Background: an optimization exercise with open tools, aiming at small area. Do not read the settings as production practice.
The RTL was checked by simulation tests, not by an equivalence proof against the original design.
The flow treats the clock pin as an ideal source, which a real chip does not have.
Power figures rest on the tool's default switching activity, not on a simulated workload.

== build 49 ==
==> flow/design.v <==
module mips_rf_hold (
  input  logic [31:0] ld,
  input  logic [31:0] hold,
  input  logic [31:0] d,
  input  logic [31:0] q,
  output logic [31:0] y
);
  assign y = ~((ld | q) & (hold | d));
endmodule
module mips_rf_aoi3 (
  input  logic [31:0] s0,
  input  logic [31:0] s1,
  input  logic [31:0] s2,
  input  logic [31:0] d0,
  input  logic [31:0] d1,
  input  logic [31:0] d2,
  output logic [31:0] y_n
);
  assign y_n = ~((s0 & d0) | (s1 & d1) | (s2 & d2));
endmodule
module mips_rf_nand2 (
  input  logic [31:0] s,
  input  logic [31:0] d,
  output logic [31:0] y_n
);
  assign y_n = ~(s & d);
endmodule
module mips_rf_nand4 (
  input  logic [31:0] a0,
  input  logic [31:0] a1,
  input  logic [31:0] a2,
  input  logic [31:0] a3,
  output logic [31:0] y_n
);
  assign y_n = ~(a0 & a1 & a2 & a3);
endmodule
module mips_rf_nand3 (
  input  logic [31:0] a0,
  input  logic [31:0] a1,
  input  logic [31:0] a2,
  output logic [31:0] y_n
);
  assign y_n = ~(a0 & a1 & a2);
endmodule
module mips_rf_or3 (
  input  logic [31:0] a0,
  input  logic [31:0] a1,
  input  logic [31:0] a2,
  output logic [31:0] y
);
  assign y = a0 | a1 | a2;
endmodule
module mips_rf_xor (
  input  logic [31:0] a,
  input  logic [31:0] inv,
  output logic [31:0] y
);
  assign y = a ^ inv;
endmodule
module mips_rf_rdport (
  input  logic [31:1]       s,
  input  logic [31:1][31:0] d,
  input  logic              inv,
  output logic [31:0]       y
);
  logic [10:0][31:0] t_n;
  logic [2:0][31:0]  p;
  logic [31:0]       o;
  for (genvar g = 0; g < 10; g++) begin : g_aoi
    mips_rf_aoi3 u_aoi (
      .s0({32{s[3*g+1]}}), .s1({32{s[3*g+2]}}), .s2({32{s[3*g+3]}}),
      .d0(d[3*g+1]), .d1(d[3*g+2]), .d2(d[3*g+3]), .y_n(t_n[g])
    );
  end
  mips_rf_nand2 u_n10 (.s({32{s[31]}}), .d(d[31]), .y_n(t_n[10]));
  mips_rf_nand4 u_n0 (.a0(t_n[0]), .a1(t_n[1]), .a2(t_n[2]), .a3(t_n[3]), .y_n(p[0]));
  mips_rf_nand4 u_n1 (.a0(t_n[4]), .a1(t_n[5]), .a2(t_n[6]), .a3(t_n[7]), .y_n(p[1]));
  mips_rf_nand3 u_n2 (.a0(t_n[8]), .a1(t_n[9]), .a2(t_n[10]), .y_n(p[2]));
  mips_rf_or3   u_or (.a0(p[0]), .a1(p[1]), .a2(p[2]), .y(o));
  mips_rf_xor   u_inv (.a(o), .inv({32{inv}}), .y(y));
endmodule
module mips_register_file #(
  parameter int DATA_WIDTH = 32,
  parameter int ADDR_WIDTH = 5
) (
  input  logic                  clk,
  input  logic                  rst,
  input  logic [ADDR_WIDTH-1:0] r_a1,
  input  logic [ADDR_WIDTH-1:0] r_a2,
  input  logic [ADDR_WIDTH-1:0] w_a3,
  input  logic [DATA_WIDTH-1:0] w_d,
  input  logic                  w_e3,
  output logic [DATA_WIDTH-1:0] r_d1,
  output logic [DATA_WIDTH-1:0] r_d2
);
  localparam int DEPTH = 2 ** ADDR_WIDTH;
  logic [DEPTH-1:1][DATA_WIDTH-1:0] data_q;
  logic [DEPTH-1:1][DATA_WIDTH-1:0] data_d;
  logic [DATA_WIDTH-1:0]            w_dp;
  logic [DEPTH-1:1]                 valid_q;
  logic                             phase_q;
  logic [DEPTH-1:1]                 we;
  logic [DEPTH-1:1]                 sel1, sel2;
  logic                             inv1, inv2;
  for (genvar i = 1; i < DEPTH; i++) begin : g_we
    assign we[i] = w_e3 && (w_a3 == i);
  end
  always_ff @(posedge clk or posedge rst) begin
    if (rst) begin
      valid_q <= '0;
      phase_q <= 1'b0;
    end else begin
      valid_q <= valid_q | we;
      phase_q <= ~phase_q;
    end
  end
  assign w_dp = w_d ^ {DATA_WIDTH{phase_q}};
  for (genvar i = 1; i < DEPTH; i++) begin : g_row
    mips_rf_hold u_hold (
      .ld({DATA_WIDTH{we[i]}}), .hold({DATA_WIDTH{~we[i]}}), .d(w_dp), .q(data_q[i]), .y(data_d[i])
    );
    always_ff @(posedge clk) begin
      data_q[i] <= data_d[i];
    end
  end
  for (genvar i = 1; i < DEPTH; i++) begin : g_sel
    assign sel1[i] = valid_q[i] && (r_a1 == i);
    assign sel2[i] = valid_q[i] && (r_a2 == i);
  end
  assign inv1 = phase_q && (|sel1);
  assign inv2 = phase_q && (|sel2);
  mips_rf_rdport u_rd1 (.s(sel1), .d(data_q), .inv(inv1), .y(r_d1));
  mips_rf_rdport u_rd2 (.s(sel2), .d(data_q), .inv(inv2), .y(r_d2));
endmodule
==> flow/config.mk <==
export PLATFORM = sky130hd
export DESIGN_NAME = mips_register_file
export DESIGN_NICKNAME = mips_register_file
export VERILOG_FILES = /design/flow/design.v
export SDC_FILE = /design/flow/constraint.sdc
export NUM_CORES = 4
export LEC_CHECK = 0
export CAP_MARGIN = 5
export CORE_MARGIN = 2
export CORE_UTILIZATION = 45
export SLEW_MARGIN = 5
export SYNTH_HIERARCHICAL = 1
==> flow/constraint.sdc <==
create_clock -name core_clock -period 10.0 [get_ports {clk}]
set_input_delay 2.0000 -clock core_clock [delete_from_list [all_inputs] [get_ports {clk}]]
set_output_delay 2.0000 -clock core_clock [all_outputs]
set_load 0.01 [all_outputs]
standard.sh (not shown) runs the stock make flow with config.mk's settings and CLKGATE_MAP_FILE= SYNTH_SCRIPT=/design/flow/synth_recipe.tcl, a recipe that flattens the netlist after the stock synthesis.
==> flow/flow/run.sh <==
#!/bin/bash
# Own layout flow: the standard ORFS flow (standard.sh, unchanged synthesis),
# with these changes to how the layout is made:
# - port buffers use the smallest buffer cell instead of a delay cell,
# - CTS uses small clock buffers in small clusters and no dummy loads,
# - after CTS, over-sized buffers and gates are downsized where slew,
#   capacitance, clock slew and timing allow (flow/post_cts_ds.tcl,
#   flow/downsize.tcl).
set -euo pipefail
here=$(pwd)
export BUFFER_PORTS_ARGS="-buffer_cell sky130_fd_sc_hd__buf_1"
export CTS_ARGS="-sink_clustering_enable -repair_clock_nets -dont_use_dummy_load -buf_list {sky130_fd_sc_hd__clkbuf_4} -sink_clustering_size 8 -sink_clustering_max_diameter 60"
export POST_CTS_TCL="$here/flow/post_cts_ds.tcl"
bash standard.sh > "$here/standard.log" 2>&1
==> flow/flow/downsize.tcl <==
# Downsize buffers and upsized gates where slew, capacitance and timing allow.
# Each candidate is swapped to a smaller cell of the same function; the swap is
# kept only if the design's max-slew and max-capacitance violation counts (checked
# against limits tightened by a margin) do not grow and setup/hold slack stay
# comfortably positive.
proc ds_counts {} {
  return [list [sta::max_slew_violation_count] [sta::max_capacitance_violation_count]]
}
proc ds_ok {base} {
  set c [ds_counts]
  if {[lindex $c 0] > [lindex $base 0] || [lindex $c 1] > [lindex $base 1]} { return 0 }
  if {[sta::worst_slack_cmd max] < 1.0e-9} { return 0 }
  if {[sta::worst_slack_cmd min] < 0.1e-9} { return 0 }
  return 1
}
set ds_map {
  sky130_fd_sc_hd__buf_4 {sky130_fd_sc_hd__buf_1 sky130_fd_sc_hd__buf_2}
  sky130_fd_sc_hd__buf_6 {sky130_fd_sc_hd__buf_1 sky130_fd_sc_hd__buf_2 sky130_fd_sc_hd__buf_4}
  sky130_fd_sc_hd__buf_8 {sky130_fd_sc_hd__buf_2 sky130_fd_sc_hd__buf_4}
  sky130_fd_sc_hd__buf_2 {sky130_fd_sc_hd__buf_1}
  sky130_fd_sc_hd__xor2_2 {sky130_fd_sc_hd__xor2_1}
  sky130_fd_sc_hd__xnor2_2 {sky130_fd_sc_hd__xnor2_1}
  sky130_fd_sc_hd__nand2_2 {sky130_fd_sc_hd__nand2_1}
  sky130_fd_sc_hd__nor2_2 {sky130_fd_sc_hd__nor2_1}
  sky130_fd_sc_hd__nor2_4 {sky130_fd_sc_hd__nor2_1 sky130_fd_sc_hd__nor2_2}
  sky130_fd_sc_hd__nor3_2 {sky130_fd_sc_hd__nor3_1}
  sky130_fd_sc_hd__and3_2 {sky130_fd_sc_hd__and3_1}
  sky130_fd_sc_hd__and2_2 {sky130_fd_sc_hd__and2_1}
  sky130_fd_sc_hd__or3_2 {sky130_fd_sc_hd__or3_1}
  sky130_fd_sc_hd__nand3_2 {sky130_fd_sc_hd__nand3_1}
  sky130_fd_sc_hd__nand4_2 {sky130_fd_sc_hd__nand4_1}
  sky130_fd_sc_hd__nor4_2 {sky130_fd_sc_hd__nor4_1}
  sky130_fd_sc_hd__inv_2 {sky130_fd_sc_hd__inv_1}
  sky130_fd_sc_hd__inv_4 {sky130_fd_sc_hd__inv_1 sky130_fd_sc_hd__inv_2}
  sky130_fd_sc_hd__a21oi_2 {sky130_fd_sc_hd__a21oi_1}
  sky130_fd_sc_hd__o21ai_2 {sky130_fd_sc_hd__o21ai_0 sky130_fd_sc_hd__o21ai_1}
  sky130_fd_sc_hd__a41oi_4 {sky130_fd_sc_hd__a41oi_1 sky130_fd_sc_hd__a41oi_2}
  sky130_fd_sc_hd__o41a_2 {sky130_fd_sc_hd__o41a_1}
  sky130_fd_sc_hd__dfrtp_2 {sky130_fd_sc_hd__dfrtp_1}
  sky130_fd_sc_hd__dfrtp_4 {sky130_fd_sc_hd__dfrtp_1 sky130_fd_sc_hd__dfrtp_2}
}
set ds_margin [expr {[info exists ::env(DS_SLEW_FRAC)] ? $::env(DS_SLEW_FRAC) : 0.8}]
set_max_transition [expr {1.5 * $ds_margin}] [current_design]
set ds_base [ds_counts]
puts "downsize: start base violations $ds_base"
set ds_saved 0.0
foreach inst [get_cells *] {
  set m [get_property $inst ref_name]
  if {![dict exists $ds_map $m]} { continue }
  foreach cand [dict get $ds_map $m] {
    set old [get_property $inst ref_name]
    if {[catch {replace_cell $inst $cand}]} { continue }
    if {[ds_ok $ds_base]} {
      break
    } else {
      replace_cell $inst $old
    }
  }
}
puts "downsize: end violations [ds_counts]"

set ds_clk_slew [expr {[info exists ::env(DS_CLK_SLEW)] ? $::env(DS_CLK_SLEW) : 0.100}]
set ds_clk_pins [get_pins -hierarchical */CLK]
proc ds_clk_max {} {
  set m 0.0
  foreach p $::ds_clk_pins {
    set s [get_property $p slew_max]
    if {$s > $m} { set m $s }
  }
  return $m
}
set ds_clk_map {
  sky130_fd_sc_hd__clkbuf_4 {sky130_fd_sc_hd__clkbuf_1 sky130_fd_sc_hd__clkbuf_2}
  sky130_fd_sc_hd__clkbuf_8 {sky130_fd_sc_hd__clkbuf_2 sky130_fd_sc_hd__clkbuf_4}
}
puts "downsize: clock start max clock-pin slew [ds_clk_max]"
foreach inst [get_cells *] {
  set m [get_property $inst ref_name]
  if {![dict exists $ds_clk_map $m]} { continue }
  foreach cand [dict get $ds_clk_map $m] {
    set old [get_property $inst ref_name]
    if {[catch {replace_cell $inst $cand}]} { continue }
    if {[ds_ok $ds_base] && [ds_clk_max] < $ds_clk_slew} {
      break
    } else {
      replace_cell $inst $old
    }
  }
}
puts "downsize: clock end max clock-pin slew [ds_clk_max]"
# Restore the library limit so the written constraints are unchanged.
set_max_transition 1.5 [current_design]
Other scripts of this flow, unchanged in this note and not shown: flow/flow/post_cts_ds.tcl
Build 49 | ERROR | 4_1_cts
## Diff of input files: build 88 against build 49
-- flow/flow/downsize.tcl --
<<< build 49, line 62
set ds_clk_slew [expr {[info exists ::env(DS_CLK_SLEW)] ? $::env(DS_CLK_SLEW) : 0.100}]
set ds_clk_pins [get_pins -hierarchical */CLK]
proc ds_clk_max {} {
>>> build 88, line 62
set ds_clk_slew [expr {[info exists ::env(DS_CLK_SLEW)] ? $::env(DS_CLK_SLEW) : 0.100}]
set ::ds_clk_pins [get_pins -hierarchical */CLK]
proc ds_clk_max {} {
## What came out
- Build 88 was carried through to the last stage, and its layout satisfied the timing, design-rule and antenna checks.
- Comparing build 49 against build 88, there is no change at all in worst-case setup slack after placement.
- Build 49 -> build 88: number of register bits inferred by synthesis delta 0, exact match
- The post-synthesis cell area was comparable across build 49 and build 88.
- As far as synthesized cell count is concerned, build 49 and build 88 perform about the same.
- From build 88 to build 49, weighted congestion reported at the end of routability-driven placement did not move at all.
- Build 49 -> build 88: I/O pin count delta 0, exact match
- As far as per-instance average area after synthesis goes, build 88 and build 49 are indistinguishable; the numbers are identical.
- Re fraction of synthesized cell area in xor and xnor cells: no difference whatsoever between build 88 and build 49.
- Re share of cell area taken by muxes after synthesis: no difference whatsoever between build 49 and build 88.
- Build 49 -> build 88: placed wire-length estimate after detailed placement delta 0, exact match
[inputs] build 56 vs build 88
Settings: CAP_MARGIN now 10, was 5; SLEW_MARGIN now 10, was 5.
-- flow/flow/run.sh --
<<< build 88, line 6
# - after CTS, over-sized buffers and gates are downsized where slew,
#   capacitance, clock slew and timing allow (flow/post_cts_ds.tcl,
#   flow/downsize.tcl).
set -euo pipefail
>>> build 56, line 6
# - after CTS, over-sized buffers and gates are downsized where slew,
#   capacitance and timing allow (flow/post_cts_ds.tcl, flow/downsize.tcl).
set -euo pipefail
-- flow/flow/downsize.tcl --
<<< build 88, line 60
puts "downsize: end violations [ds_counts]"

set ds_clk_slew [expr {[info exists ::env(DS_CLK_SLEW)] ? $::env(DS_CLK_SLEW) : 0.100}]
set ::ds_clk_pins [get_pins -hierarchical */CLK]
proc ds_clk_max {} {
  set m 0.0
  foreach p $::ds_clk_pins {
    set s [get_property $p slew_max]
    if {$s > $m} { set m $s }
  }
  return $m
}
set ds_clk_map {
  sky130_fd_sc_hd__clkbuf_4 {sky130_fd_sc_hd__clkbuf_1 sky130_fd_sc_hd__clkbuf_2}
  sky130_fd_sc_hd__clkbuf_8 {sky130_fd_sc_hd__clkbuf_2 sky130_fd_sc_hd__clkbuf_4}
}
puts "downsize: clock start max clock-pin slew [ds_clk_max]"
foreach inst [get_cells *] {
  set m [get_property $inst ref_name]
  if {![dict exists $ds_clk_map $m]} { continue }
  foreach cand [dict get $ds_clk_map $m] {
    set old [get_property $inst ref_name]
    if {[catch {replace_cell $inst $cand}]} { continue }
    if {[ds_ok $ds_base] && [ds_clk_max] < $ds_clk_slew} {
      break
    } else {
      replace_cell $inst $old
    }
  }
}
puts "downsize: clock end max clock-pin slew [ds_clk_max]"
# Restore the library limit so the written constraints are unchanged.
>>> build 56, line 60
puts "downsize: end violations [ds_counts]"
# Restore the library limit so the written constraints are unchanged.
From build 88 to build 56 the numbers moved as follows: die area roughly the same, reported combinational group power roughly the same, met3 wirelength from detailed routing lower, net total in the final layout roughly the same, final non-filler cell area roughly the same.
Re clock skew: build 56 is 190 ps down on build 88.
Per the comparison of build 56 with build 88, non-clock inverter instance count of the final layout held, number of inserted diodes went up 1, global-route usage held, share of the core filled with cells in the final layout held.

[what the ideal ports hide]
The flow's constraints put no driver on any port. The routed layouts listed below were extracted and timed again, unchanged, in two steps. Step 1, drivers: a clkbuf_16 drives clk and a buf_2 each remaining input, both assumed. Step 2 also shifts input and output timing later by t, the mid clock arrival at the registers, as if the neighbouring blocks saw the same clock. a / b / c = ideal / step 1 / step 2; a / b = the first two.
| run | t (ns) | setup WS [ns] | hold WS [ns] |
|---|---|---|---|
| build 88 | 1.593 | 1.157 / 1.132 / 1.132 | 0.485 / 0.485 / 0.485 |
| build 56 | 1.083 | 1.115 / 1.089 / 1.089 | 0.485 / 0.485 / 0.485 |
After both steps setup and hold are still met in every run listed. The setup slack of build 56, which loses most, moves by -0.026 ns with the drivers and by -0.026 ns with both steps.
